Background: an optimization exercise with open tools, aiming at small area, a short achievable clock period and few clock cycles per item. Do not read the settings as production practice.
In this exercise RTL edits were held to simulation tests only and were not proved equivalent to the original.
Power and IR drop assume default switching activity.

the previous run:
Design cache_top, start of the top module:
module cache_top (
  input  wire          clk,
  input  wire          reset,
  input  wire          cachereq_val,
  output wire          cachereq_rdy,
  input  wire  [2:0]   cachereq_type,
  input  wire  [31:0]  cachereq_addr,
  input  wire  [31:0]  cachereq_data,
  output wire          cacheresp_val,
  input  wire          cacheresp_rdy,
  output wire  [2:0]   cacheresp_type,
  output wire  [31:0]  cacheresp_data,
  output wire          memreq_val,
  input  wire          memreq_rdy,
  output wire          memreq_type,
  output wire  [31:0]  memreq_addr,
  output wire  [127:0] memreq_data,
  input  wire          memresp_val,
  output wire          memresp_rdy,
  input  wire  [127:0] memresp_data
);
Size in the first run: ~5800 cells after synthesis, about 400 I/O pins, about 87000 sq um of cells after synthesis.
==> flow/config.mk <==
export PLATFORM = sky130hd
export DESIGN_NAME = cache_top
export DESIGN_NICKNAME = cache_top
export VERILOG_FILES = /design/flow/design.v
export SDC_FILE = /design/flow/constraint.sdc
export NUM_CORES = 4
export LEC_CHECK = 0
export ABC_CLOCK_PERIOD_IN_PS = 3200
export CAP_MARGIN = 20
export CORE_MARGIN = 2
export CORE_UTILIZATION = 50
export CTS_CLUSTER_DIAMETER = 70
export CTS_CLUSTER_SIZE = 20
export PLACE_DENSITY = 0.6
export SETUP_SLACK_MARGIN = 4.2
export SLEW_MARGIN = 20
==> flow/constraint.sdc <==
create_clock -name core_clock -period 7.5 [get_ports {clk}]
set_input_delay 1.5000 -clock core_clock [delete_from_list [all_inputs] [get_ports {clk}]]
set_output_delay 1.5000 -clock core_clock [all_outputs]
set_load 0.01 [all_outputs]
standard.sh (not shown) runs the stock make flow with config.mk's settings and CLKGATE_MAP_FILE= SYNTH_SCRIPT=/design/flow/synth_recipe.tcl, a recipe that flattens the netlist after the stock synthesis.
==> flow/flow/run.sh <==
#!/bin/bash
# The standard layout, with the port buffers that buffer_ports inserts made
# plain buffers (buf_4) instead of the default delay cells, so that the
# fixed input and output delays are not lengthened by slow port buffers.
set -euo pipefail
export BUFFER_PORTS_ARGS="-buffer_cell sky130_fd_sc_hd__buf_4"
bash standard.sh > flow_make.log 2>&1
Testbench counts of the previous run, summed over its fixed seeds: cycles 15,722, requests 12,000.
Input-level comparison between the current run and the previous run:
-- flow/design.v --
<<< the previous run, line 64
  logic [3:0]   x_wsel;
  logic [31:0]  x_new;
  logic         q0_val, q1_val;
  logic         q1_val_d;
  logic         rdy_q;      
  logic         mv_q;
  logic         mt_q;
  logic [27:0]  ma_q;
  logic         mr_q;
  logic         r_val_d;
  logic         r_hit_d;
  logic [27:0]  r_line_d;
  logic         s_val_d;
  logic [1:0]   m_state_d;
  logic [N-1:0] miss_sel_d;
  logic         pend_d;
  logic [2:0]   q0_type, q1_type;
  logic [31:0]  q0_data, q1_data;
  logic r_store;      
  logic r_amo;
>>> the current run, line 64
  logic [3:0]   x_wsel;
  logic [31:0]  x_new;
  logic         q0_val;
  logic         rdy_q;      
  logic         mv_q;
  logic         mt_q;
  logic         mr_q;
  logic         r_val_d;
  logic         r_hit_d;
  logic         s_val_d;
  logic [1:0]   m_state_d;
  logic [N-1:0] miss_sel_d;
  logic         pend_d;
  logic [2:0]   q0_type;
  logic [31:0]  q0_data;
  logic r_store;      
  logic r_amo;
<<< the previous run, line 96
  assign r_store    = (r_type == T_WRITE) || (r_type == T_INIT);
  assign r_amo      = (r_type == T_ADD) || (r_type == T_AND) || (r_type == T_OR);
  assign q_space    = !q1_val;
  assign hit_done   = r_val && r_hit && q_space && !w_add_stall;
  assign refill_now = (m_state == M_RD_WAIT) && memresp_val && mr_q;
  assign miss_done  = refill_now;
  assign r_done     = hit_done || miss_done;
  assign hit_wr     = hit_done && (r_type != T_READ);
  assign w_load     = hit_wr || (refill_now && r_amo);
  assign cachereq_rdy = rdy_q;
  assign r_free       = !r_val || r_done;
>>> the current run, line 93
  assign r_store    = (r_type == T_WRITE) || (r_type == T_INIT);
  assign r_amo      = (r_type == T_ADD) || (r_type == T_AND) || (r_type == T_OR);
  assign q_space    = !q0_val || cacheresp_rdy;
  assign hit_done   = r_val && r_hit && q_space && !w_add_stall;
  assign refill_now = (m_state == M_RD_WAIT) && memresp_val && mr_q;
  assign miss_done  = refill_now && q_space;
  assign r_done     = hit_done || miss_done;
  assign hit_wr     = hit_done && (r_type != T_READ);
  assign w_load     = hit_wr || (miss_done && r_amo);
  assign cachereq_rdy = rdy_q;
  assign r_free       = !r_val || r_done;
<<< the previous run, line 109
  assign memreq_val  = mv_q;
  assign memreq_type = mt_q;
  assign memreq_addr = {ma_q, 4'b0000};
  assign memreq_data = wb_data;
  assign memresp_rdy = mr_q;
>>> the current run, line 106
  assign memreq_val  = mv_q;
  assign memreq_type = mt_q;
  assign memreq_addr = {mt_q ? wb_line : r_line, 4'b0000};
  assign memreq_data = wb_data;
  assign memresp_rdy = mr_q;
<<< the previous run, line 244
    else if (r_free)  s_val_d = 1'b0;
    else              s_val_d = s_val;
    r_hit_d = load_r ? (|in_hv) : r_hit;
    miss_sel_d = load_r ? vict : r_sel;
    pend_d     = (w_load && (|(r_sel & miss_sel_d))) || (w_val && (|(w_sel & miss_sel_d)));
    r_line_d = load_r ? in_line : r_line;
  end
  always_ff @(posedge clk) begin
>>> the current run, line 241
    else if (r_free)  s_val_d = 1'b0;
    else              s_val_d = s_val;
    if (load_r)          r_hit_d = |in_hv;
    else if (refill_now) r_hit_d = 1'b1;
    else                 r_hit_d = r_hit;
    miss_sel_d = load_r ? vict : r_sel;
    pend_d     = (w_load && (|(r_sel & miss_sel_d))) || (w_val && (|(w_sel & miss_sel_d)));
  end
  always_ff @(posedge clk) begin
<<< the previous run, line 297
            (m_state_d == M_WB_REQ);
    mt_q <= (m_state_d == M_WB_REQ);
    ma_q <= (m_state_d == M_WB_REQ) ? wb_line : r_line_d;
    mr_q <= ((m_state_d == M_RD_WAIT) && !q1_val_d && !w_val) || (m_state_d == M_WB_WAIT);
  end
  always_ff @(posedge clk) begin
>>> the current run, line 295
            (m_state_d == M_WB_REQ);
    mt_q <= (m_state_d == M_WB_REQ);
    mr_q <= ((m_state_d == M_RD_WAIT) && !w_val) || (m_state_d == M_WB_WAIT);
  end
  always_ff @(posedge clk) begin
<<< the previous run, line 360
    push_data = old_word;
  end
  always_comb begin
    q1_val_d = q1_val;
    if (!q0_val || resp_pop) begin
      if (q1_val) q1_val_d = r_done;
    end else if (r_done) begin
      q1_val_d = 1'b1;
    end
    if (reset) q1_val_d = 1'b0;
  end
  always_ff @(posedge clk) begin
    q1_val <= q1_val_d;
    if (reset) begin
      q0_val <= 1'b0;
    end else if (!q0_val || resp_pop) begin
      q0_val <= q1_val || r_done;
    end
  end
  always_ff @(posedge clk) begin
    if (!q0_val || resp_pop) begin
      if (q1_val) begin
        q0_type <= q1_type;
        q0_data <= q1_data;
      end else begin
        q0_type <= push_type;
        q0_data <= push_data;
      end
    end
    if (r_done && ((q0_val && !resp_pop) || q1_val)) begin
      q1_type <= push_type;
      q1_data <= push_data;
    end
  end
>>> the current run, line 357
    push_data = old_word;
  end
  always_ff @(posedge clk) begin
    if (reset) begin
      q0_val <= 1'b0;
    end else if (r_done) begin
      q0_val <= 1'b1;
    end else if (resp_pop) begin
      q0_val <= 1'b0;
    end
  end
  always_ff @(posedge clk) begin
    if (r_done) begin
      q0_type <= push_type;
      q0_data <= push_data;
    end
  end
[summary]
- Comparing the previous run and the current run, the lower sequential share of layout area is on the current run.
- Peak supply drop was lower in the previous run than in the current run.
- Going from the previous run to the current run, count of multi-input combinational gates shrinks by 24.
- The current run vs the previous run: number of nets at the end of the flow down slightly
- Going from the previous run to the current run, the final critical-path required period was found to have gone up by 0.49 ns.
- Synthesized area, the current run vs the previous run: down slightly
- Diff the previous run -> the current run | total vias in the final route | down slightly
- When the final numbers for the previous run and the current run were put side by side, the switching part of the total turned out to be smaller in the previous run.
- Higher area used by multi-input combinational logic was reported by the current run, not the previous run.
- Power: the current run draws more than the previous run
- Worst hold slack is higher on the current run
- Compared with the previous run, the current run shows a higher wire length on met2.
- Cmp the previous run and the current run / total die area / higher: the previous run
Testbench counts of the current run, summed over its fixed seeds: cycles 15,722, requests 12,000.

## separate check: timing with driven ports
The flow's constraints put no driver on any port. The routed layouts listed below were extracted and timed again, unchanged, in two steps. Step 1 (the two cells are an assumption about what drives the block):
set clk [get_ports {clk}]
set_driving_cell -lib_cell sky130_fd_sc_hd__clkbuf_16 $clk
set_driving_cell -lib_cell sky130_fd_sc_hd__buf_2 [delete_from_list [all_inputs] $clk]
Step 2 moves the port delays by t, midway between the first and last clock arrival at a register: inputs arrive t later, outputs are due t later. That takes back most of the time a late clock gives input paths. a / b / c = no drivers / after step 1 / after step 2; a / b = the first two.
run	t, ns	slack for setup (ns)	worst setup path at the end	worst register clock-pin slew, ns
the previous run	0.899	3.961 / 3.961 / 3.148	input to register	0.09 / 0.09
the current run	0.928	3.474 / 3.474 / 2.885	input to register	0.09 / 0.09
After both steps setup and hold are still met in every run listed. For the previous run, which loses most, drivers alone change the setup slack by 0.000 ns; drivers and shift together by -0.813 ns.
